Source: an optimization exercise on an open RTL-to-GDS flow (aim: small area, a short achievable clock period and few clock cycles per item). Production flows keep margins and buffers that such runs may drop. At most, simulation tests tie the RTL to the original design; equivalence was not proved. No functional check of the RTL was part of runs 2 and 3.

`config.mk`:
```
export PLATFORM = sky130hd
export DESIGN_NAME = des
export DESIGN_NICKNAME = des
export VERILOG_FILES = /design/flow/design.v
export SDC_FILE = /design/flow/constraint.sdc
export NUM_CORES = 4
export LEC_CHECK = 0
export CAP_MARGIN = 20
export CORE_MARGIN = 2
export CORE_UTILIZATION = 30
export SLEW_MARGIN = 20
```
`constraint.sdc`:
```
create_clock -name core_clock -period 3.5 [get_ports {clock}]
set_input_delay 0.7000 -clock core_clock [delete_from_list [all_inputs] [get_ports {clock}]]
set_output_delay 0.7000 -clock core_clock [all_outputs]
set_load 0.01 [all_outputs]
```
`design.v`:
```
package des_pkg;
    localparam int BLOCK_W    = 64;
    localparam int HALF_W     = 32;
    localparam int SUBKEY_W   = 48;
    localparam int CD_W       = 28;
    localparam int SBOX_IN_W  = 6;
    localparam int SBOX_OUT_W = 4;
    localparam int ROUNDS       = 16;
    localparam int PIPE_LATENCY = ROUNDS + 2;
    typedef logic [BLOCK_W-1:0]  block_t;
    typedef logic [HALF_W-1:0]   half_t;
    typedef logic [SUBKEY_W-1:0] subkey_t;
    typedef logic [CD_W-1:0]     cd_t;
    typedef struct packed {
        half_t left;
        half_t right;
    } half_pair_t;
    typedef logic [ROUNDS:1][SUBKEY_W-1:0] subkey_array_t;
    localparam logic [511:0] IP_TABLE = {
        8'd58, 8'd50, 8'd42, 8'd34, 8'd26, 8'd18, 8'd10, 8'd 2,
        8'd60, 8'd52, 8'd44, 8'd36, 8'd28, 8'd20, 8'd12, 8'd 4,
        8'd62, 8'd54, 8'd46, 8'd38, 8'd30, 8'd22, 8'd14, 8'd 6,
        8'd64, 8'd56, 8'd48, 8'd40, 8'd32, 8'd24, 8'd16, 8'd 8,
        8'd57, 8'd49, 8'd41, 8'd33, 8'd25, 8'd17, 8'd 9, 8'd 1,
        8'd59, 8'd51, 8'd43, 8'd35, 8'd27, 8'd19, 8'd11, 8'd 3,
        8'd61, 8'd53, 8'd45, 8'd37, 8'd29, 8'd21, 8'd13, 8'd 5,
        8'd63, 8'd55, 8'd47, 8'd39, 8'd31, 8'd23, 8'd15, 8'd 7
    };
    localparam logic [511:0] FP_TABLE = {
        8'd40, 8'd 8, 8'd48, 8'd16, 8'd56, 8'd24, 8'd64, 8'd32,
        8'd39, 8'd 7, 8'd47, 8'd15, 8'd55, 8'd23, 8'd63, 8'd31,
        8'd38, 8'd 6, 8'd46, 8'd14, 8'd54, 8'd22, 8'd62, 8'd30,
        8'd37, 8'd 5, 8'd45, 8'd13, 8'd53, 8'd21, 8'd61, 8'd29,
        8'd36, 8'd 4, 8'd44, 8'd12, 8'd52, 8'd20, 8'd60, 8'd28,
        8'd35, 8'd 3, 8'd43, 8'd11, 8'd51, 8'd19, 8'd59, 8'd27,
        8'd34, 8'd 2, 8'd42, 8'd10, 8'd50, 8'd18, 8'd58, 8'd26,
        8'd33, 8'd 1, 8'd41, 8'd 9, 8'd49, 8'd17, 8'd57, 8'd25
    };
    localparam logic [383:0] E_TABLE = {
        8'd32, 8'd 1, 8'd 2, 8'd 3, 8'd 4, 8'd 5,
        8'd 4, 8'd 5, 8'd 6, 8'd 7, 8'd 8, 8'd 9,
        8'd 8, 8'd 9, 8'd10, 8'd11, 8'd12, 8'd13,
        8'd12, 8'd13, 8'd14, 8'd15, 8'd16, 8'd17,
        8'd16, 8'd17, 8'd18, 8'd19, 8'd20, 8'd21,
        8'd20, 8'd21, 8'd22, 8'd23, 8'd24, 8'd25,
        8'd24, 8'd25, 8'd26, 8'd27, 8'd28, 8'd29,
        8'd28, 8'd29, 8'd30, 8'd31, 8'd32, 8'd 1
    };
    localparam logic [255:0] P_TABLE = {
        8'd16, 8'd 7, 8'd20, 8'd21, 8'd29, 8'd12, 8'd28, 8'd17,
        8'd 1, 8'd15, 8'd23, 8'd26, 8'd 5, 8'd18, 8'd31, 8'd10,
        8'd 2, 8'd 8, 8'd24, 8'd14, 8'd32, 8'd27, 8'd 3, 8'd 9,
        8'd19, 8'd13, 8'd30, 8'd 6, 8'd22, 8'd11, 8'd 4, 8'd25
    };
    localparam logic [447:0] PC1_TABLE = {
        8'd57, 8'd49, 8'd41, 8'd33, 8'd25, 8'd17, 8'd 9,
        8'd 1, 8'd58, 8'd50, 8'd42, 8'd34, 8'd26, 8'd18,
        8'd10, 8'd 2, 8'd59, 8'd51, 8'd43, 8'd35, 8'd27,
        8'd19, 8'd11, 8'd 3, 8'd60, 8'd52, 8'd44, 8'd36,
        8'd63, 8'd55, 8'd47, 8'd39, 8'd31, 8'd23, 8'd15,
        8'd 7, 8'd62, 8'd54, 8'd46, 8'd38, 8'd30, 8'd22,
        8'd14, 8'd 6, 8'd61, 8'd53, 8'd45, 8'd37, 8'd29,
        8'd21, 8'd13, 8'd 5, 8'd28, 8'd20, 8'd12, 8'd 4
    };
    localparam logic [383:0] PC2_TABLE = {
        8'd14, 8'd17, 8'd11, 8'd24, 8'd 1, 8'd 5,
        8'd 3, 8'd28, 8'd15, 8'd 6, 8'd21, 8'd10,
        8'd23, 8'd19, 8'd12, 8'd 4, 8'd26, 8'd 8,
        8'd16, 8'd 7, 8'd27, 8'd20, 8'd13, 8'd 2,
        8'd41, 8'd52, 8'd31, 8'd37, 8'd47, 8'd55,
        8'd30, 8'd40, 8'd51, 8'd45, 8'd33, 8'd48,
        8'd44, 8'd49, 8'd39, 8'd56, 8'd34, 8'd53,
        8'd46, 8'd42, 8'd50, 8'd36, 8'd29, 8'd32
    };
    localparam logic [127:0] SHIFT_TABLE = {
        8'd 1, 8'd 1, 8'd 2, 8'd 2, 8'd 2, 8'd 2, 8'd 2, 8'd 2,
        8'd 1, 8'd 2, 8'd 2, 8'd 2, 8'd 2, 8'd 2, 8'd 2, 8'd 1
    };
endpackage
import des_pkg::*;
module des_key_schedule
(
    input  des_pkg::block_t        key,
    output logic [ROUNDS:1][SUBKEY_W-1:0] subkeys
);
    logic [2*CD_W-1:0] pc1_out;
    logic [ROUNDS:0][CD_W-1:0] c;
    logic [ROUNDS:0][CD_W-1:0] d;
    always_comb begin
        for (int i = 0; i < 2*CD_W; i++) begin
            pc1_out[2*CD_W-1-i] = key[BLOCK_W-PC1_TABLE[(2*CD_W-1-(i))*8 +: 8]];
        end
    end
    assign c[0] = pc1_out[2*CD_W-1 -: CD_W];
    assign d[0] = pc1_out[CD_W-1:0];
    for (genvar r = 1; r <= ROUNDS; r++) begin : g_round_key
        logic [2*CD_W-1:0] cd;
        logic [SUBKEY_W-1:0] pc2_out;
        assign c[r] = (c[r-1] << SHIFT_TABLE[(ROUNDS-1-(r-1))*8 +: 8]) | (c[r-1] >> (CD_W-SHIFT_TABLE[(ROUNDS-1-(r-1))*8 +: 8]));
        assign d[r] = (d[r-1] << SHIFT_TABLE[(ROUNDS-1-(r-1))*8 +: 8]) | (d[r-1] >> (CD_W-SHIFT_TABLE[(ROUNDS-1-(r-1))*8 +: 8]));
        assign cd = {c[r], d[r]};
        always_comb begin
            for (int i = 0; i < SUBKEY_W; i++) begin
                pc2_out[SUBKEY_W-1-i] = cd[2*CD_W-PC2_TABLE[(SUBKEY_W-1-(i))*8 +: 8]];
            end
        end
        assign subkeys[r] = pc2_out;
    end
endmodule
import des_pkg::*;
module des_sbox #(
    parameter int S = 0
) (
    input  logic [SBOX_IN_W-1:0]  idx,
    output logic [SBOX_OUT_W-1:0] q
);
    always_comb begin
        case ({3'(S), idx})
            9'd0: q = 4'd14;
            9'd1: q = 4'd4;
            9'd2: q = 4'd13;
            9'd3: q = 4'd1;
            9'd4: q = 4'd2;
            9'd5: q = 4'd15;
            9'd6: q = 4'd11;
            9'd7: q = 4'd8;
            9'd8: q = 4'd3;
            9'd9: q = 4'd10;
            9'd10: q = 4'd6;
            9'd11: q = 4'd12;
            9'd12: q = 4'd5;
            9'd13: q = 4'd9;
            9'd14: q = 4'd0;
            9'd15: q = 4'd7;
            9'd16: q = 4'd0;
            9'd17: q = 4'd15;
            9'd18: q = 4'd7;
            9'd19: q = 4'd4;
            9'd20: q = 4'd14;
            9'd21: q = 4'd2;
            9'd22: q = 4'd13;
            9'd23: q = 4'd1;
            9'd24: q = 4'd10;
            9'd25: q = 4'd6;
            9'd26: q = 4'd12;
            9'd27: q = 4'd11;
            9'd28: q = 4'd9;
            9'd29: q = 4'd5;
            9'd30: q = 4'd3;
            9'd31: q = 4'd8;
            9'd32: q = 4'd4;
            9'd33: q = 4'd1;
            9'd34: q = 4'd14;
            9'd35: q = 4'd8;
            9'd36: q = 4'd13;
            9'd37: q = 4'd6;
            9'd38: q = 4'd2;
            9'd39: q = 4'd11;
            9'd40: q = 4'd15;
            9'd41: q = 4'd12;
            9'd42: q = 4'd9;
            9'd43: q = 4'd7;
            9'd44: q = 4'd3;
            9'd45: q = 4'd10;
            9'd46: q = 4'd5;
            9'd47: q = 4'd0;
            9'd48: q = 4'd15;
            9'd49: q = 4'd12;
            9'd50: q = 4'd8;
            9'd51: q = 4'd2;
            9'd52: q = 4'd4;
            9'd53: q = 4'd9;
            9'd54: q = 4'd1;
            9'd55: q = 4'd7;
            9'd56: q = 4'd5;
            9'd57: q = 4'd11;
            9'd58: q = 4'd3;
            9'd59: q = 4'd14;
            9'd60: q = 4'd10;
            9'd61: q = 4'd0;
            9'd62: q = 4'd6;
            9'd63: q = 4'd13;
            9'd64: q = 4'd15;
            9'd65: q = 4'd1;
            9'd66: q = 4'd8;
            9'd67: q = 4'd14;
            9'd68: q = 4'd6;
            9'd69: q = 4'd11;
            9'd70: q = 4'd3;
            9'd71: q = 4'd4;
            9'd72: q = 4'd9;
            9'd73: q = 4'd7;
            9'd74: q = 4'd2;
            9'd75: q = 4'd13;
            9'd76: q = 4'd12;
            9'd77: q = 4'd0;
            9'd78: q = 4'd5;
            9'd79: q = 4'd10;
            9'd80: q = 4'd3;
            9'd81: q = 4'd13;
            9'd82: q = 4'd4;
            9'd83: q = 4'd7;
            9'd84: q = 4'd15;
            9'd85: q = 4'd2;
            9'd86: q = 4'd8;
            9'd87: q = 4'd14;
            9'd88: q = 4'd12;
            9'd89: q = 4'd0;
            9'd90: q = 4'd1;
            9'd91: q = 4'd10;
            9'd92: q = 4'd6;
            9'd93: q = 4'd9;
            9'd94: q = 4'd11;
            9'd95: q = 4'd5;
            9'd96: q = 4'd0;
            9'd97: q = 4'd14;
            9'd98: q = 4'd7;
            9'd99: q = 4'd11;
            9'd100: q = 4'd10;
            9'd101: q = 4'd4;
            9'd102: q = 4'd13;
            9'd103: q = 4'd1;
            9'd104: q = 4'd5;
            9'd105: q = 4'd8;
            9'd106: q = 4'd12;
            9'd107: q = 4'd6;
            9'd108: q = 4'd9;
            9'd109: q = 4'd3;
            9'd110: q = 4'd2;
            9'd111: q = 4'd15;
            9'd112: q = 4'd13;
            9'd113: q = 4'd8;
            9'd114: q = 4'd10;
            9'd115: q = 4'd1;
            9'd116: q = 4'd3;
            9'd117: q = 4'd15;
            9'd118: q = 4'd4;
            9'd119: q = 4'd2;
            9'd120: q = 4'd11;
            9'd121: q = 4'd6;
            9'd122: q = 4'd7;
            9'd123: q = 4'd12;
            9'd124: q = 4'd0;
            9'd125: q = 4'd5;
            9'd126: q = 4'd14;
            9'd127: q = 4'd9;
            9'd128: q = 4'd10;
            9'd129: q = 4'd0;
            9'd130: q = 4'd9;
            9'd131: q = 4'd14;
            9'd132: q = 4'd6;
            9'd133: q = 4'd3;
            9'd134: q = 4'd15;
            9'd135: q = 4'd5;
            9'd136: q = 4'd1;
            9'd137: q = 4'd13;
            9'd138: q = 4'd12;
            9'd139: q = 4'd7;
            9'd140: q = 4'd11;
            9'd141: q = 4'd4;
            9'd142: q = 4'd2;
            9'd143: q = 4'd8;
            9'd144: q = 4'd13;
            9'd145: q = 4'd7;
            9'd146: q = 4'd0;
            9'd147: q = 4'd9;
            9'd148: q = 4'd3;
            9'd149: q = 4'd4;
            9'd150: q = 4'd6;
            9'd151: q = 4'd10;
            9'd152: q = 4'd2;
            9'd153: q = 4'd8;
            9'd154: q = 4'd5;
            9'd155: q = 4'd14;
            9'd156: q = 4'd12;
            9'd157: q = 4'd11;
            9'd158: q = 4'd15;
            9'd159: q = 4'd1;
            9'd160: q = 4'd13;
            9'd161: q = 4'd6;
            9'd162: q = 4'd4;
            9'd163: q = 4'd9;
            9'd164: q = 4'd8;
            9'd165: q = 4'd15;
            9'd166: q = 4'd3;
            9'd167: q = 4'd0;
            9'd168: q = 4'd11;
            9'd169: q = 4'd1;
            9'd170: q = 4'd2;
            9'd171: q = 4'd12;
            9'd172: q = 4'd5;
            9'd173: q = 4'd10;
            9'd174: q = 4'd14;
            9'd175: q = 4'd7;
            9'd176: q = 4'd1;
            9'd177: q = 4'd10;
            9'd178: q = 4'd13;
            9'd179: q = 4'd0;
            9'd180: q = 4'd6;
            9'd181: q = 4'd9;
            9'd182: q = 4'd8;
            9'd183: q = 4'd7;
            9'd184: q = 4'd4;
            9'd185: q = 4'd15;
            9'd186: q = 4'd14;
            9'd187: q = 4'd3;
            9'd188: q = 4'd11;
            9'd189: q = 4'd5;
            9'd190: q = 4'd2;
            9'd191: q = 4'd12;
            9'd192: q = 4'd7;
            9'd193: q = 4'd13;
            9'd194: q = 4'd14;
            9'd195: q = 4'd3;
            9'd196: q = 4'd0;
            9'd197: q = 4'd6;
            9'd198: q = 4'd9;
            9'd199: q = 4'd10;
            9'd200: q = 4'd1;
            9'd201: q = 4'd2;
            9'd202: q = 4'd8;
            9'd203: q = 4'd5;
            9'd204: q = 4'd11;
            9'd205: q = 4'd12;
            9'd206: q = 4'd4;
            9'd207: q = 4'd15;
            9'd208: q = 4'd13;
            9'd209: q = 4'd8;
            9'd210: q = 4'd11;
            9'd211: q = 4'd5;
            9'd212: q = 4'd6;
            9'd213: q = 4'd15;
            9'd214: q = 4'd0;
            9'd215: q = 4'd3;
            9'd216: q = 4'd4;
            9'd217: q = 4'd7;
            9'd218: q = 4'd2;
            9'd219: q = 4'd12;
            9'd220: q = 4'd1;
            9'd221: q = 4'd10;
            9'd222: q = 4'd14;
            9'd223: q = 4'd9;
            9'd224: q = 4'd10;
            9'd225: q = 4'd6;
            9'd226: q = 4'd9;
            9'd227: q = 4'd0;
            9'd228: q = 4'd12;
            9'd229: q = 4'd11;
            9'd230: q = 4'd7;
            9'd231: q = 4'd13;
            9'd232: q = 4'd15;
            9'd233: q = 4'd1;
            9'd234: q = 4'd3;
            9'd235: q = 4'd14;
            9'd236: q = 4'd5;
            9'd237: q = 4'd2;
            9'd238: q = 4'd8;
            9'd239: q = 4'd4;
            9'd240: q = 4'd3;
            9'd241: q = 4'd15;
            9'd242: q = 4'd0;
            9'd243: q = 4'd6;
            9'd244: q = 4'd10;
            9'd245: q = 4'd1;
            9'd246: q = 4'd13;
            9'd247: q = 4'd8;
            9'd248: q = 4'd9;
            9'd249: q = 4'd4;
            9'd250: q = 4'd5;
            9'd251: q = 4'd11;
            9'd252: q = 4'd12;
            9'd253: q = 4'd7;
            9'd254: q = 4'd2;
            9'd255: q = 4'd14;
            9'd256: q = 4'd2;
            9'd257: q = 4'd12;
            9'd258: q = 4'd4;
            9'd259: q = 4'd1;
            9'd260: q = 4'd7;
            9'd261: q = 4'd10;
            9'd262: q = 4'd11;
            9'd263: q = 4'd6;
            9'd264: q = 4'd8;
            9'd265: q = 4'd5;
            9'd266: q = 4'd3;
            9'd267: q = 4'd15;
            9'd268: q = 4'd13;
            9'd269: q = 4'd0;
            9'd270: q = 4'd14;
            9'd271: q = 4'd9;
            9'd272: q = 4'd14;
            9'd273: q = 4'd11;
            9'd274: q = 4'd2;
            9'd275: q = 4'd12;
            9'd276: q = 4'd4;
            9'd277: q = 4'd7;
            9'd278: q = 4'd13;
            9'd279: q = 4'd1;
            9'd280: q = 4'd5;
            9'd281: q = 4'd0;
            9'd282: q = 4'd15;
            9'd283: q = 4'd10;
            9'd284: q = 4'd3;
            9'd285: q = 4'd9;
            9'd286: q = 4'd8;
            9'd287: q = 4'd6;
            9'd288: q = 4'd4;
            9'd289: q = 4'd2;
            9'd290: q = 4'd1;
            9'd291: q = 4'd11;
            9'd292: q = 4'd10;
            9'd293: q = 4'd13;
            9'd294: q = 4'd7;
            9'd295: q = 4'd8;
            9'd296: q = 4'd15;
            9'd297: q = 4'd9;
            9'd298: q = 4'd12;
            9'd299: q = 4'd5;
            9'd300: q = 4'd6;
            9'd301: q = 4'd3;
            9'd302: q = 4'd0;
            9'd303: q = 4'd14;
            9'd304: q = 4'd11;
            9'd305: q = 4'd8;
            9'd306: q = 4'd12;
            9'd307: q = 4'd7;
            9'd308: q = 4'd1;
            9'd309: q = 4'd14;
            9'd310: q = 4'd2;
            9'd311: q = 4'd13;
            9'd312: q = 4'd6;
            9'd313: q = 4'd15;
            9'd314: q = 4'd0;
            9'd315: q = 4'd9;
            9'd316: q = 4'd10;
            9'd317: q = 4'd4;
            9'd318: q = 4'd5;
            9'd319: q = 4'd3;
            9'd320: q = 4'd12;
            9'd321: q = 4'd1;
            9'd322: q = 4'd10;
            9'd323: q = 4'd15;
            9'd324: q = 4'd9;
            9'd325: q = 4'd2;
            9'd326: q = 4'd6;
            9'd327: q = 4'd8;
            9'd328: q = 4'd0;
            9'd329: q = 4'd13;
            9'd330: q = 4'd3;
            9'd331: q = 4'd4;
            9'd332: q = 4'd14;
            9'd333: q = 4'd7;
            9'd334: q = 4'd5;
            9'd335: q = 4'd11;
            9'd336: q = 4'd10;
            9'd337: q = 4'd15;
            9'd338: q = 4'd4;
            9'd339: q = 4'd2;
            9'd340: q = 4'd7;
            9'd341: q = 4'd12;
            9'd342: q = 4'd9;
            9'd343: q = 4'd5;
            9'd344: q = 4'd6;
            9'd345: q = 4'd1;
            9'd346: q = 4'd13;
            9'd347: q = 4'd14;
            9'd348: q = 4'd0;
            9'd349: q = 4'd11;
            9'd350: q = 4'd3;
            9'd351: q = 4'd8;
            9'd352: q = 4'd9;
            9'd353: q = 4'd14;
            9'd354: q = 4'd15;
            9'd355: q = 4'd5;
            9'd356: q = 4'd2;
            9'd357: q = 4'd8;
            9'd358: q = 4'd12;
            9'd359: q = 4'd3;
            9'd360: q = 4'd7;
            9'd361: q = 4'd0;
            9'd362: q = 4'd4;
            9'd363: q = 4'd10;
            9'd364: q = 4'd1;
            9'd365: q = 4'd13;
            9'd366: q = 4'd11;
            9'd367: q = 4'd6;
            9'd368: q = 4'd4;
            9'd369: q = 4'd3;
            9'd370: q = 4'd2;
            9'd371: q = 4'd12;
            9'd372: q = 4'd9;
            9'd373: q = 4'd5;
            9'd374: q = 4'd15;
            9'd375: q = 4'd10;
            9'd376: q = 4'd11;
            9'd377: q = 4'd14;
            9'd378: q = 4'd1;
            9'd379: q = 4'd7;
            9'd380: q = 4'd6;
            9'd381: q = 4'd0;
            9'd382: q = 4'd8;
            9'd383: q = 4'd13;
            9'd384: q = 4'd4;
            9'd385: q = 4'd11;
            9'd386: q = 4'd2;
            9'd387: q = 4'd14;
            9'd388: q = 4'd15;
            9'd389: q = 4'd0;
            9'd390: q = 4'd8;
            9'd391: q = 4'd13;
            9'd392: q = 4'd3;
            9'd393: q = 4'd12;
            9'd394: q = 4'd9;
            9'd395: q = 4'd7;
            9'd396: q = 4'd5;
            9'd397: q = 4'd10;
            9'd398: q = 4'd6;
            9'd399: q = 4'd1;
            9'd400: q = 4'd13;
            9'd401: q = 4'd0;
            9'd402: q = 4'd11;
            9'd403: q = 4'd7;
            9'd404: q = 4'd4;
            9'd405: q = 4'd9;
            9'd406: q = 4'd1;
            9'd407: q = 4'd10;
            9'd408: q = 4'd14;
            9'd409: q = 4'd3;
            9'd410: q = 4'd5;
            9'd411: q = 4'd12;
            9'd412: q = 4'd2;
            9'd413: q = 4'd15;
            9'd414: q = 4'd8;
            9'd415: q = 4'd6;
            9'd416: q = 4'd1;
            9'd417: q = 4'd4;
            9'd418: q = 4'd11;
            9'd419: q = 4'd13;
            9'd420: q = 4'd12;
            9'd421: q = 4'd3;
            9'd422: q = 4'd7;
            9'd423: q = 4'd14;
            9'd424: q = 4'd10;
            9'd425: q = 4'd15;
            9'd426: q = 4'd6;
            9'd427: q = 4'd8;
            9'd428: q = 4'd0;
            9'd429: q = 4'd5;
            9'd430: q = 4'd9;
            9'd431: q = 4'd2;
            9'd432: q = 4'd6;
            9'd433: q = 4'd11;
            9'd434: q = 4'd13;
            9'd435: q = 4'd8;
            9'd436: q = 4'd1;
            9'd437: q = 4'd4;
            9'd438: q = 4'd10;
            9'd439: q = 4'd7;
            9'd440: q = 4'd9;
            9'd441: q = 4'd5;
            9'd442: q = 4'd0;
            9'd443: q = 4'd15;
            9'd444: q = 4'd14;
            9'd445: q = 4'd2;
            9'd446: q = 4'd3;
            9'd447: q = 4'd12;
            9'd448: q = 4'd13;
            9'd449: q = 4'd2;
            9'd450: q = 4'd8;
            9'd451: q = 4'd4;
            9'd452: q = 4'd6;
            9'd453: q = 4'd15;
            9'd454: q = 4'd11;
            9'd455: q = 4'd1;
            9'd456: q = 4'd10;
            9'd457: q = 4'd9;
            9'd458: q = 4'd3;
            9'd459: q = 4'd14;
            9'd460: q = 4'd5;
            9'd461: q = 4'd0;
            9'd462: q = 4'd12;
            9'd463: q = 4'd7;
            9'd464: q = 4'd1;
            9'd465: q = 4'd15;
            9'd466: q = 4'd13;
            9'd467: q = 4'd8;
            9'd468: q = 4'd10;
            9'd469: q = 4'd3;
            9'd470: q = 4'd7;
            9'd471: q = 4'd4;
            9'd472: q = 4'd12;
            9'd473: q = 4'd5;
            9'd474: q = 4'd6;
            9'd475: q = 4'd11;
            9'd476: q = 4'd0;
            9'd477: q = 4'd14;
            9'd478: q = 4'd9;
            9'd479: q = 4'd2;
            9'd480: q = 4'd7;
            9'd481: q = 4'd11;
            9'd482: q = 4'd4;
            9'd483: q = 4'd1;
            9'd484: q = 4'd9;
            9'd485: q = 4'd12;
            9'd486: q = 4'd14;
            9'd487: q = 4'd2;
            9'd488: q = 4'd0;
            9'd489: q = 4'd6;
            9'd490: q = 4'd10;
            9'd491: q = 4'd13;
            9'd492: q = 4'd15;
            9'd493: q = 4'd3;
            9'd494: q = 4'd5;
            9'd495: q = 4'd8;
            9'd496: q = 4'd2;
            9'd497: q = 4'd1;
            9'd498: q = 4'd14;
            9'd499: q = 4'd7;
            9'd500: q = 4'd4;
            9'd501: q = 4'd10;
            9'd502: q = 4'd8;
            9'd503: q = 4'd13;
            9'd504: q = 4'd15;
            9'd505: q = 4'd12;
            9'd506: q = 4'd9;
            9'd507: q = 4'd0;
            9'd508: q = 4'd3;
            9'd509: q = 4'd5;
            9'd510: q = 4'd6;
            9'd511: q = 4'd11;
            default: q = 4'd0;
        endcase
    end
endmodule
import des_pkg::*;
module des_feistel
(
    input  des_pkg::half_t   right,
    input  des_pkg::subkey_t subkey,
    output des_pkg::half_t   f_out
);
    logic [SUBKEY_W-1:0] expanded;
    logic [SUBKEY_W-1:0] mixed;
    logic [HALF_W-1:0] sbox_out;
    always_comb begin
        for (int i = 0; i < SUBKEY_W; i++) begin
            expanded[SUBKEY_W-1-i] = right[HALF_W-E_TABLE[(SUBKEY_W-1-(i))*8 +: 8]];
        end
    end
    assign mixed = expanded ^ subkey;
    for (genvar s = 0; s < SUBKEY_W/SBOX_IN_W; s++) begin : g_sbox
        logic [SBOX_IN_W-1:0] group;
        assign group = mixed[SUBKEY_W-1-SBOX_IN_W*s -: SBOX_IN_W];
        des_sbox #(.S(s)) u_sbox (
            .idx ({group[SBOX_IN_W-1], group[0], group[SBOX_IN_W-2:1]}),
            .q   (sbox_out[HALF_W-1-SBOX_OUT_W*s -: SBOX_OUT_W])
        );
    end
    always_comb begin
        for (int i = 0; i < HALF_W; i++) begin
            f_out[HALF_W-1-i] = sbox_out[HALF_W-P_TABLE[(HALF_W-1-(i))*8 +: 8]];
        end
    end
endmodule
import des_pkg::*;
module des_round
(
    input  logic       clock,
    input  logic       rst,
    input  logic       in_valid,
    input  des_pkg::half_pair_t in_state,
    input  des_pkg::subkey_t    subkey,
    output logic       out_valid,
    output des_pkg::half_pair_t out_state
);
    logic [HALF_W-1:0] f_out;
    des_feistel u_feistel (
        .right  (in_state.right),
        .subkey (subkey),
        .f_out  (f_out)
    );
    always_ff @(posedge clock) begin
        if (rst) begin
            out_valid <= 1'b0;
            out_state <= '0;
        end else begin
            out_valid       <= in_valid;
            out_state.left  <= in_state.right;
            out_state.right <= in_state.left ^ f_out;
        end
    end
endmodule
import des_pkg::*;
module des_input_stage
(
    input  logic       clock,
    input  logic       rst,
    input  logic       iv,
    input  des_pkg::block_t     plaintext,
    output logic       out_valid,
    output des_pkg::half_pair_t out_state
);
    logic [BLOCK_W-1:0] ip_out;
    always_comb begin
        for (int i = 0; i < BLOCK_W; i++) begin
            ip_out[BLOCK_W-1-i] = plaintext[BLOCK_W-IP_TABLE[(BLOCK_W-1-(i))*8 +: 8]];
        end
    end
    always_ff @(posedge clock) begin
        if (rst) begin
            out_valid <= 1'b0;
            out_state <= '0;
        end else begin
            out_valid       <= iv;
            out_state.left  <= ip_out[BLOCK_W-1 -: HALF_W];
            out_state.right <= ip_out[HALF_W-1:0];
        end
    end
endmodule
import des_pkg::*;
module des_output_stage
(
    input  logic       clock,
    input  logic       rst,
    input  logic       in_valid,
    input  des_pkg::half_pair_t in_state,
    output des_pkg::block_t     ciphertext,
    output logic       ov
);
    logic [BLOCK_W-1:0] preoutput;
    logic [BLOCK_W-1:0] fp_out;
    assign preoutput = {in_state.right, in_state.left};
    always_comb begin
        for (int i = 0; i < BLOCK_W; i++) begin
            fp_out[BLOCK_W-1-i] = preoutput[BLOCK_W-FP_TABLE[(BLOCK_W-1-(i))*8 +: 8]];
        end
    end
    always_ff @(posedge clock) begin
        if (rst) begin
            ov         <= 1'b0;
            ciphertext <= '0;
        end else begin
            ov         <= in_valid;
            ciphertext <= fp_out;
        end
    end
endmodule
import des_pkg::*;
module des
(
    input  logic   clock,
    input  logic   rst,
    input  des_pkg::block_t key,
    input  des_pkg::block_t plaintext,
    input  logic   iv,
    output des_pkg::block_t ciphertext,
    output logic   ov
);
    logic [ROUNDS:1][SUBKEY_W-1:0] subkeys;
    logic [ROUNDS:0][BLOCK_W-1:0] state;
    logic [ROUNDS:0]       v;
    des_key_schedule u_key_schedule (
        .key     (key),
        .subkeys (subkeys)
    );
    des_input_stage u_input_stage (
        .clock     (clock),
        .rst       (rst),
        .iv        (iv),
        .plaintext (plaintext),
        .out_valid (v[0]),
        .out_state (state[0])
    );
    for (genvar i = 1; i <= ROUNDS; i++) begin : g_round
        des_round u_round (
            .clock     (clock),
            .rst       (rst),
            .in_valid  (v[i-1]),
            .in_state  (state[i-1]),
            .subkey    (subkeys[i]),
            .out_valid (v[i]),
            .out_state (state[i])
        );
    end
    des_output_stage u_output_stage (
        .clock      (clock),
        .rst        (rst),
        .in_valid   (v[ROUNDS]),
        .in_state   (state[ROUNDS]),
        .ciphertext (ciphertext),
        .ov         (ov)
    );
endmodule
```
`run.sh`:
```
#!/bin/bash
# synth_recipe.tcl (not shown) runs the flow's synth.tcl, then flattens the netlist and writes it again
# the make line also repeats each setting of config.mk as NAME=value (left out here)
make -C /OpenROAD-flow-scripts/flow DESIGN_CONFIG=/design/flow/config.mk WORK_HOME=/design/flow/orfs CLKGATE_MAP_FILE= SYNTH_SCRIPT=/design/flow/synth_recipe.tcl finish
```
==> results of run 1 <==
## per-stage QoR
| step | worst slack, ps | utilization (%) |
|---|---|---|
| 4_1_cts | 418 | 35.8 |
| 6_report | 417 | 35.8 |
| 3_3_place_gp | 6.12 | 34.5 |
| 3_5_place_dp | -28.9 | 34.5 |
| 2_1_floorplan | 334 | - |
| 5_1_grt | 296 | 35.8 |
## metal layers
layer | GRT usage [%] | vias to the layer above | part of all wire [%]
li1 | - | 61400 | -
met1 | 27.9 | 59800 | 40
met2 | 33.4 | 6432 | 43
met3 | 2.88 | 1234 | 7.6
met4 | 16.6 | 2 | 9.0
met5 | 0 | - | 0.0028
## worst max-delay path: cells and delay by family (launching register included)
family	cells	cell delay, ps
xor+xnor	2	820
flops	1	790
compound gates	3	1110
simple gates	2	210
## cells in the final DEF, fill, tap and decap left out, types with 57 or more instances in the layout
master	Yosys	final
buf_4	114	1915
nor2_1	1620	1620
dfxtp_1	1170	1170
o21ai_0	1156	1156
nand2_1	1151	1151
xnor2_1	1152	1139
a21oi_1	1100	1100
xor2_1	862	862
nor3_1	805	805
nor2b_1	804	804
nand3_1	532	532
a211oi_1	442	442
o211ai_1	311	311
a31oi_1	300	300
o22ai_1	239	239
o221ai_1	179	179
a221oi_1	173	173
nor4_1	164	164
clkbuf_16	0	147
mux2_2	136	136
o311ai_0	136	135
clkdlybuf4s50_1	0	130
mux2i_1	129	129
ha_1	128	128
a311oi_1	122	122
a32oi_1	121	121
buf_12	1	117
o31ai_1	115	115
a2111oi_0	109	109
nand4_1	108	108
o2111ai_1	108	108
o32ai_1	103	103
mux4_2	95	95
inv_1	74	74
a22oi_1	72	72
maj3_1	60	60
xor2_2	57	57
## cell usage after synthesis, drive strengths merged (28+ instances only)
| cell type | instances | area share (%) |
|---|---|---|
| o21ai | 1170 | 5.0 |
| a21boi | 42 | 0.27 |
| nand3 | 532 | 2.3 |
| a41oi | 28 | 0.21 |
| xor2 | 921 | 7.2 |
| a2111oi | 113 | 0.85 |
| mux4 | 95 | 1.8 |
| nor2b | 804 | 4.3 |
| nor4 | 164 | 0.87 |
| o311ai | 148 | 1.1 |
| a221oi | 177 | 1.3 |
| o31ai | 115 | 0.73 |
| nor2 | 1620 | 5.1 |
| a211o | 44 | 0.33 |
| o2111ai | 108 | 0.80 |
| a221o | 37 | 0.31 |
| o221ai | 179 | 1.3 |
| xnor2 | 1193 | 9.1 |
| nor3 | 805 | 3.4 |
| or3 | 31 | 0.16 |
| buf | 570 | 3.0 |
| a22oi | 72 | 0.46 |
| a31o | 30 | 0.22 |
| o21a | 35 | 0.22 |
| a311oi | 122 | 0.90 |
| o211ai | 311 | 2.0 |
| a21oi | 1100 | 4.7 |
| clkbuf | 1084 | 3.4 |
| maj3 | 61 | 0.52 |
| ha | 128 | 1.4 |
| o41ai | 45 | 0.33 |
| and3 | 35 | 0.19 |
| a32oi | 121 | 0.90 |
| a222oi | 29 | 0.25 |
| o32ai | 103 | 0.76 |
| a31oi | 300 | 1.6 |
| nand2 | 1151 | 3.7 |
| dfxtp | 1170 | 20 |
| inv | 81 | 0.26 |
| o22ai | 239 | 1.3 |
| mux2i | 129 | 1.1 |
| a211oi | 442 | 2.8 |
| mux2 | 139 | 1.3 |
| nand4 | 108 | 0.57 |
## worst min path at each step
| stage | from | to | slack, ps | depth (start not counted) |
|---|---|---|---|---|
| CTS | rst | u_input_stage.out_state[47]$_SDFF_PP0_ | 210 | 2 |
| global placement | g_round[10].u_round.out_valid$_SDFF_PP0_ | g_round[11].u_round.out_valid$_SDFF_PP0_ | 420 | 1 |
| floorplan | g_round[9].u_round.out_valid$_SDFF_PP0_ | g_round[10].u_round.out_valid$_SDFF_PP0_ | 410 | 1 |
| global route | rst | u_input_stage.out_state[47]$_SDFF_PP0_ | 240 | 2 |
| detailed placement | g_round[3].u_round.out_valid$_SDFF_PP0_ | g_round[4].u_round.out_valid$_SDFF_PP0_ | 420 | 1 |
| finish | rst | u_input_stage.out_state[47]$_SDFF_PP0_ | 250 | 2 |
## final cells by class
type | count | area, um2
Clock buffer | 176 | 3990
Clock inverter | 73 | 811
Sequential cell | 1170 | 23400
Timing Repair Buffer | 2217 | 18300
Inverter | 91 | 342
Antenna cell | 8 | 20.0
Fill cell | 41000 | 252000
Tap cell | 5220 | 6530
Multi-Input combinational cell | 13300 | 86900
## sequential cells by signal, summed over array words and instances, names as in the netlist
name,flops
u_output_stage.ov,1
g_round.u_round.out_valid,16
u_input_stage.out_valid,1
g_round.u_round.out_state,1024
u_input_stage.out_state,64
u_output_stage.ciphertext,64
## kinds of logic (layout without fill, tap and decap cells)
group | after synthesis | in the layout
buffers and inverters | 1745 | 2557
AOI/OAI and AO/OA | 5309 | 5309
adders and majority gates | 189 | 189
and+or+nand+nor | 5316 | 5316
muxes | 363 | 363
DFF | 1170 | 1170
other | 0 | 8
xor gates and xnor gates | 2115 | 2115
==> impl_metrics.ini, run 1 <==
[place]
place_hpwl_um = 346000
place_area_um2 = 135000
place_congestion = 0.975
place_inst = 22000
port_buffers = 187

[clock_network]
post_cts_buffers = 0
insertion_delay_ps = 880
tritoncts = yes
postCtsResizedCells = 0
cts.sinks = 1170
hold_buffers = 0
htreeDepth = 4
numCtsBuffers = 143
root_buffer = clkbuf_16
path_clk_slew_ps = 60
cts_buffer_depth = 4

[sta]
rsz0062_at_grt = no
tightest_slew_ps = 1080
final-setup-viol-count = 0
finalClockSkew_ps = 58.5
tns_ps = 0
whs_ps = 247
slew_headroom_pct = 26.7
max_freq_mhz = 324
timing_hold_violations_final = 0
min_period_over_period_pct = 88.1
slew_viol_final = 0
fin_crit_ps = 3080

[setup_path]
worstSetupEndpointType = register
critical_path.startpoint = g_round[14].u_round.out_state[8]$_SDFF_PP0_
critPathSlowestCell = dfxtp_1
cp_cell_sequence = xor2_1, nor2_1, a2111oi_0, a311oi_1, a211oi_1, xnor2_1, nor2_1
crit_path_max_fanout = 9
regToRegSetupSlack_ps = 420
required_ps = 4210
cp.arrival_ps = 3790
rr_endpoint = g_round[15].u_round.out_state[21]$_SDFF_PP0_
crit_type = register to register
path_common_cell = nor2_1
slowest_delay_ps = 790
reg2regPathDepth = 7
endpoint = g_round[15].u_round.out_state[21]$_SDFF_PP0_
timing.rr.start = g_round[14].u_round.out_state[8]$_SDFF_PP0_
startpoint_type = register

[logic_synthesis]
synth_compound_area_share_pct = 30.1
yosysSeqAreaShare_pct = 19.8
syn_area_per_cell_um2 = 7.29
synth_mux_area_share_pct = 4.23
netlist_area_um2 = 118000
synth-xor-area-share_pct = 16.3
synth_fa_ha_area_share_pct = 1.87
synth_top_family_by_area = compound AO/OA/AOI/OAI gates
synth_edf_count = 0
mappedNetlistNets = 16500
synth_ff_type = dfxtp_1
synthCells = 16200
yosysUniqueCellTypes = 92
ys_warn_count = 13
synth-simple-area-share_pct = 20.9
async_reset_ff_share_pct = 0
synth-seq-cells = 1170

[route]
drt_wl_total_um = 462000
vias = 129000
ant_nets = 0
routed_via_density = 5.79
wl_per_cell_um = 20.8
drt_iter0_markers = 14500
route.detailed.drc = 0
drt_pass1_iterations = 7

[finish]
drive_gt1_share_pct = 16.0
layout.nets = 17200
syn_to_final_growth_pct = 18.8
finalNonFillerCells = 22200
postLayoutCellArea_um2 = 140000

[die]
dieWidth_um = 632
fp-row-count = 230
core_area_um2 = 392000
die_y_um = 632
start_util_pct = 30.1
fp.dieArea_um2 = 399000
io_pins = 196

[grt]
grt_pass1_wl_um = 697000
antenna_found_initial = 31
grt_usage_pct = 21.8
overflow = 0
grt_pass1_vias = 114000
grt_max_degree = 87

[worst_hold_path]
hold_path.class = input pin to register

[job]
cap_violations = 0

[status]
status = no timing/DRC/antenna violations
Testbench counts, summed over its fixed seeds: cycles 8,760, items 8,192.
==> run 2, diff against run 1 <==
--- a/design.v
+++ b/design.v
@@ -681,12 +681,10 @@
     );
     always_ff @(posedge clock) begin
-        if (rst) begin
-            out_valid <= 1'b0;
-            out_state <= '0;
-        end else begin
-            out_valid       <= in_valid;
-            out_state.left  <= in_state.right;
-            out_state.right <= in_state.left ^ f_out;
-        end
+        if (rst) out_valid <= 1'b0;
+        else     out_valid <= in_valid;
+    end
+    always_ff @(posedge clock) begin
+        out_state.left  <= in_state.right;
+        out_state.right <= in_state.left ^ f_out;
     end
 endmodule
@@ -708,12 +706,10 @@
     end
     always_ff @(posedge clock) begin
-        if (rst) begin
-            out_valid <= 1'b0;
-            out_state <= '0;
-        end else begin
-            out_valid       <= iv;
-            out_state.left  <= ip_out[BLOCK_W-1 -: HALF_W];
-            out_state.right <= ip_out[HALF_W-1:0];
-        end
+        if (rst) out_valid <= 1'b0;
+        else     out_valid <= iv;
+    end
+    always_ff @(posedge clock) begin
+        out_state.left  <= ip_out[BLOCK_W-1 -: HALF_W];
+        out_state.right <= ip_out[HALF_W-1:0];
     end
 endmodule
@@ -721,6 +717,4 @@
 module des_output_stage
 (
-    input  logic       clock,
-    input  logic       rst,
     input  logic       in_valid,
     input  des_pkg::half_pair_t in_state,
@@ -729,20 +723,11 @@
 );
     logic [BLOCK_W-1:0] preoutput;
-    logic [BLOCK_W-1:0] fp_out;
     assign preoutput = {in_state.right, in_state.left};
     always_comb begin
         for (int i = 0; i < BLOCK_W; i++) begin
-            fp_out[BLOCK_W-1-i] = preoutput[BLOCK_W-FP_TABLE[(BLOCK_W-1-(i))*8 +: 8]];
-        end
-    end
-    always_ff @(posedge clock) begin
-        if (rst) begin
-            ov         <= 1'b0;
-            ciphertext <= '0;
-        end else begin
-            ov         <= in_valid;
-            ciphertext <= fp_out;
+            ciphertext[BLOCK_W-1-i] = preoutput[BLOCK_W-FP_TABLE[(BLOCK_W-1-(i))*8 +: 8]];
         end
     end
+    assign ov = in_valid;
 endmodule
 import des_pkg::*;
@@ -758,8 +743,10 @@
 );
     logic [ROUNDS:1][SUBKEY_W-1:0] subkeys;
+    logic [BLOCK_W-1:0]  key_q;
     logic [ROUNDS:0][BLOCK_W-1:0] state;
     logic [ROUNDS:0]       v;
+    always_ff @(posedge clock) key_q <= key;
     des_key_schedule u_key_schedule (
-        .key     (key),
+        .key     (key_q),
         .subkeys (subkeys)
     );
@@ -784,6 +771,4 @@
     end
     des_output_stage u_output_stage (
-        .clock      (clock),
-        .rst        (rst),
         .in_valid   (v[ROUNDS]),
         .in_state   (state[ROUNDS]),
--- a/config.mk
+++ b/config.mk
@@ -8,4 +8,4 @@
 export CAP_MARGIN = 20
 export CORE_MARGIN = 2
-export CORE_UTILIZATION = 30
+export CORE_UTILIZATION = 45
 export SLEW_MARGIN = 20
==> run 2 against run 1 <==
Non-clock buffer count down 945. Hold slack better by 53 ps. Setup slack worse by 140 ps. Die area down 39%. First-iteration DRC count up 6.0%. Sequential share of layout area up 2.4 points. Still clean on timing, DRC and antenna. Core utilization up 15 points. Global-route usage up 13 points. Wire length down 3.6%.
==> impl_metrics.ini, run 2 <==
[grt]
grt_usage_pct = 34.5
grt_pass1_wl_um = 662000
grt_pass1_vias = 107000
antenna_found_initial = 9
grt_max_degree = 27
overflow = 0

[sta]
whs_ps = 301
final-setup-viol-count = 0
slew_headroom_pct = 23.7
tns_ps = 0
slew_viol_final = 0
rsz0062_at_grt = no
fin_crit_ps = 3220
timing_hold_violations_final = 0
tightest_slew_ps = 1140
finalClockSkew_ps = 26.8
max_freq_mhz = 310
setup_ws_ps = 278
min_period_over_period_pct = 92.1

[clock_network]
tritoncts = yes
hold_buffers = 0
post_cts_buffers = 0
postCtsResizedCells = 0
cts_buffer_depth = 3
insertion_delay_ps = 830
path_clk_slew_ps = 70
htreeDepth = 4
numCtsBuffers = 147
cts.sinks = 1161
root_buffer = clkbuf_16

[logic_synthesis]
ys_warn_count = 14
synth_fa_ha_area_share_pct = 1.79
netlist_top_cells_count = nand2_1, o21ai_0, nor2_1
yosys-top-cells-area = dfxtp_1, xnor2_1, xor2_1
synth_top_family_by_area = compound AO/OA/AOI/OAI gates
synth-xor-area-share_pct = 20.7
synth-seq-cells = 1161
synthMostInstantiatedCell = nand2_1
synth-simple-area-share_pct = 16.7
synth_compound_area_share_pct = 32.7
mappedNetlistNets = 14900
yosysUniqueCellTypes = 95
netlist.area_leader.share_pct = 21.5
post-synth-top-area-cell = dfxtp_1
synth_mux_area_share_pct = 0.738
synth_edf_count = 0
syn_area_per_cell_um2 = 7.38
synth_ff_type = dfxtp_1
async_reset_ff_share_pct = 0
netlist_area_um2 = 108000
synthCells = 14700
yosysSeqAreaShare_pct = 21.5

[die]
dieWidth_um = 494
start_util_pct = 45.4
die_y_um = 494
io_pins = 196
core_area_um2 = 239000
fp.dieArea_um2 = 244000
fp-row-count = 179

[finish]
postLayoutCellArea_um2 = 122000
final_common_cell = nand2_1
layout.nets = 15200
drive_gt1_share_pct = 11.6
largest_register_ffs = 1024
top_regs = g_round.u_round.out_state x1024, u_input_stage.out_state x64, key_q x56
regArea_um2 = 23300
n_fill_cell = 23000
final_cell_mix = nand2_1, o21ai_0, nor2_1
multiInputGateArea_um2 = 79000
syn_to_final_growth_pct = 12.9
largest_register = g_round.u_round.out_state

[setup_path]
regToRegSetupSlack_ps = 280
required_ps = 4260
crit_type = register to register
reg2regPathDepth = 8
timing.rr.start = key_q[50]$_DFF_P_
crit_path_max_fanout = 13
cp.arrival_ps = 3980
rr_endpoint = g_round[4].u_round.out_state[24]$_DFF_P_
startpoint_type = register
worstSetupEndpointType = register

[worst_hold_path]
hold_end = key_q[46]$_DFF_P_
hold_path.class = input pin to register
hold_start = key[46]
hold_depth = 1

[job]
cap_violations = 0

[route]
drt_iter0_markers = 15400
routed_via_density = 6.56
drt_wl_total_um = 445000
route.detailed.drc = 0
vias = 119000
drt_pass1_iterations = 10
wl_per_cell_um = 24.5
ant_nets = 0

[status]
status = no timing/DRC/antenna violations

[place]
place_area_um2 = 117000
place_hpwl_um = 329000
place_congestion = 1.00
port_buffers = 187
pre_cts_ws_ps = 310
==> run 2: metrics by stage <==
step / std cells / util, %
3_5_place_dp: 17900 / 48.9
3_3_place_gp: 17900 / 48.8
6_report: 18200 / 51.2
2_1_floorplan: 14700 / -
4_1_cts: 18200 / 51.0
5_1_grt: 18200 / 51.2
==> run 2: cells by family (layout without fill, tap and decap cells) <==
kind of cell               count (synthesis)  after routing
xor gates and xnor gates                2342           2342
buffers and inverters                   1223           1596
AOI/OAI and AO/OA                       5500           5500
DFF                                     1161           1161
other                                      0              5
and+or+nand+nor                         4219           4219
muxes                                     53             53
adders and majority gates                161            161
==> run 2: worst max-delay path by stage <==
stage / from / to / slack [ps] / cells after the start
final: key_q[50]$_DFF_P_ / g_round[4].u_round.out_state[24]$_DFF_P_ / 280 / 8
after detailed placement: key_q[50]$_DFF_P_ / g_round[4].u_round.out_state[24]$_DFF_P_ / 310 / 8
after global routing: key_q[58]$_DFF_P_ / g_round[14].u_round.out_state[18]$_DFF_P_ / 100 / 8
after floorplan: key_q[53]$_DFF_P_ / g_round[15].u_round.out_state[9]$_DFF_P_ / 810 / 11
after global placement: key_q[50]$_DFF_P_ / g_round[4].u_round.out_state[24]$_DFF_P_ / 300 / 8
after CTS: key_q[50]$_DFF_P_ / g_round[4].u_round.out_state[24]$_DFF_P_ / 300 / 8
==> run 2: critical path, stage by stage, from the launching register on <==
cell and delay [ps]:
dfxtp_2 1000, xor2_1 760, nor2_1 240, o2bb2ai_1 200
o21ai_0 140, nand3_1 90, a32oi_1 370, buf_4 230
xnor2_1 120
==> run 2: layer usage <==
metal / up-vias / wire length, um / GRT usage (%)
met5: - / 0 / 0
met4: 0 / 52300 / 34.1
met3: 1386 / 33700 / 4.65
met2: 6933 / 195000 / 53.6
met1: 55900 / 164000 / 40.3
li1: 55200 / - / -
==> run 2: final cells by class <==
class / count / share of cell area (%)
antenna: 5 / 0.0102
clock buffer: 189 / 3.40
clock inverter: 83 / 0.859
inverter: 52 / 0.160
multi-input combinational: 12300 / 64.7
sequential: 1161 / 19.1
tap: 3167 / 3.25
timing repair buffer: 1272 / 8.52
==> run 3, diff against run 2 <==
--- a/config.mk
+++ b/config.mk
@@ -8,4 +8,5 @@
 export CAP_MARGIN = 20
 export CORE_MARGIN = 2
-export CORE_UTILIZATION = 45
+export CORE_UTILIZATION = 40
+export SETUP_SLACK_MARGIN = 0.8
 export SLEW_MARGIN = 20
==> run 3 against run 2 <==
Via count down 1.9%. Clock skew rose by 19 ps. Count of clock-buffer cells in the layout down 1. Core utilization is 3.8 points lower.
==> impl_metrics.ini, run 3 <==
[route]
routed_via_density = 6.24
vias = 117000
route.detailed.drc = 0
ant_nets = 0
wl_per_cell_um = 22.7
drt_pass1_iterations = 7
drt_wl_total_um = 426000
drt_iter0_markers = 15600

[sta]
tightest_slew_ps = 1040
fin_crit_ps = 2750
tns_ps = 0
min_period_over_period_pct = 78.5
max_freq_mhz = 364
rsz0062_at_grt = yes
slew_headroom_pct = 30.0
timing_hold_violations_final = 0
finalClockSkew_ps = 45.7
final-setup-viol-count = 0
slew_viol_final = 0

[logic_synthesis]
synth-xor-area-share_pct = 20.7
synth_top_family_by_area = compound AO/OA/AOI/OAI gates
yosys-top-cells-area = dfxtp_1, xnor2_1, xor2_1
syn_area_per_cell_um2 = 7.38
mappedNetlistNets = 14900
synthMostInstantiatedCell = nand2_1
synth_edf_count = 0
post-synth-top-area-cell = dfxtp_1
synth_mux_area_share_pct = 0.738
synth-simple-area-share_pct = 16.7
synth_ff_type = dfxtp_1
synth_compound_area_share_pct = 32.7
async_reset_ff_share_pct = 0
synth_fa_ha_area_share_pct = 1.79
netlist.area_leader.share_pct = 21.5
netlist_area_um2 = 108000
netlist_top_cells_count = nand2_1, o21ai_0, nor2_1
yosysSeqAreaShare_pct = 21.5
ys_warn_count = 14
synthCells = 14700
synth-seq-cells = 1161
yosysUniqueCellTypes = 95

[clock_network]
cts.sinks = 1161
hold_buffers = 0
insertion_delay_ps = 870
htreeDepth = 4
cts_buffer_depth = 4
tritoncts = yes
path_clk_slew_ps = 70
root_buffer = clkbuf_16
numCtsBuffers = 151

[die]
core_area_um2 = 268000
dieWidth_um = 524
fp-row-count = 190
start_util_pct = 40.3
fp.dieArea_um2 = 275000
die_y_um = 524
io_pins = 196

[setup_path]
required_ps = 4290
crit_type = register to register
worstSetupEndpointType = register
regToRegSetupSlack_ps = 750
cp.arrival_ps = 3540
crit_path_max_fanout = 9
startpoint_type = register

[finish]
top_regs = g_round.u_round.out_state x1024, u_input_stage.out_state x64, key_q x56
syn_to_final_growth_pct = 17.4
n_fill_cell = 26600
final_cell_mix = nand2_1, o21ai_0, nor2_1
drive_gt1_share_pct = 14.4
finalNonFillerCells = 18800
layout.nets = 15400
largest_register = g_round.u_round.out_state
largest_register_ffs = 1024
final_common_cell = nand2_1

[place]
port_buffers = 187
place_inst = 18400
place_hpwl_um = 305000
place_congestion = 1.00

[grt]
overflow = 0
grt_usage_pct = 29.2
antenna_found_initial = 6
grt_pass1_vias = 101000
grt_pass1_wl_um = 630000
grt_max_degree = 27

[worst_hold_path]
hold_path.class = input pin to register

[job]
cap_violations = 0

[status]
status = no timing/DRC/antenna violations
==> run 3: changes by cell type in the layout (fill, tap and decap cells not counted), moves of 17 or more <==
cell     delta
dfxtp_1    -27
buf_4     +134
buf_12     +42
xor2_4     +32
dfxtp_2    -17
xnor2_1   -122
xnor2_4    +33
xnor2_2    +89
xor2_1     -72
xor2_2     +40
dfxtp_4    +44
==> run 3: stage by stage <==
| stage | hold WS (ps) | cell area (um2) | worst slack (ps) | util, % |
|---|---|---|---|---|
| floorplan | 349 | 108000 | 810 | - |
| global placement | 371 | 117000 | 475 | 43.7 |
| detailed placement | 374 | 117000 | 490 | 43.7 |
| CTS | 226 | 124000 | 722 | 46.1 |
| global route | 231 | 127000 | 681 | 47.3 |
| finish | 266 | 127000 | 754 | 47.3 |
==> run 3: cells by family (layout without fill, tap and decap cells) <==
logic type	Yosys count	in the layout
AO/OA/AOI/OAI	5500	5500
XOR/XNOR	2342	2342
adder cells (fa/ha/maj)	161	161
buffers and inverters	1223	1777
flip-flops	1161	1161
multiplexers	53	53
other	0	3
AND/OR/NAND/NOR	4219	4219
==> run 3: cell type report <==
cell class              instances  area [um2]  share of cell area [%]
clock buffers                 188        4160                    3.28
flip-flops and latches       1161       23500                    18.5
clock inverters                71         893                   0.703
multi-input cells           12300       81300                    64.0
diodes                          3        7.51                 0.00591
well taps                    3552        4440                    3.50
inverters                      52         206                   0.162
repair buffers               1466       12500                    9.88
==> run 3: routing by layer <==
metal  vias up  global-route usage [%]  wire, um
met2      6502                    43.0    181000
li1      55500                       -         -
met3      1144                    4.33     35600
met4         0                    27.2     44400
met1     53900                    36.5    165000
met5         -                       0         0
==> run 3: critical path, cell delays in order, from the launching register on <==
cell      delay, ps
dfxtp_1         580
xnor2_1         790
o21ai_0         150
a222oi_1        320
o22ai_1         120
a311oi_1        330
buf_4           240
xnor2_1         120
==> run 3: worst paths after layout <==
check / endpoint / depth (start not counted) / startpoint
setup reg to reg: g_round[4].u_round.out_state[25]$_DFF_P_ / 7 / g_round[3].u_round.out_state[4]$_DFF_P_
hold reg to reg: g_round[9].u_round.out_state[61]$_DFF_P_ / 0 / g_round[8].u_round.out_state[29]$_DFF_P_
hold / removal: key_q[39]$_DFF_P_ / 1 / key[39]
setup / recovery: g_round[4].u_round.out_state[25]$_DFF_P_ / 7 / g_round[3].u_round.out_state[4]$_DFF_P_
==> run 3: repair_timing <==
action,CTS,global route
endpoints found under the setup margin,270,334
pin swaps,0,8
resized for setup,115,308
gates cloned,0,2
setup buffers,53,97

==> afterwards: timing with drivers on the ports <==
No port has a modelled driver above. Below, the same layouts with a new extraction and two added sets of constraints. Step 1 sets driving cells, clkbuf_16 on the clock port and buf_2 on the other inputs (assumed; they add their load-dependent delay and slew). Step 2 also shifts input and output timing later by t, the mid clock arrival at the registers, as if the neighbouring blocks saw the same clock. a / b / c = ideal / step 1 / step 2; a / b = the first two.
run	shift t [ns]	setup WS [ns]	worst register clock-pin slew, ns	pins driven straight from the clock port
run 1	0.934	0.417 / 0.417 / -0.249	0.08 / 0.08	1
run 2	0.913	0.278 / 0.278 / 0.278	0.07 / 0.07	1
run 3	0.945	0.754 / 0.754 / 0.754	0.07 / 0.07	1
Met with ideal ports but missed after step 2: setup timing in run 1. For run 1, which loses most, drivers alone change the setup slack by 0.000 ns; drivers and shift together by -0.666 ns.
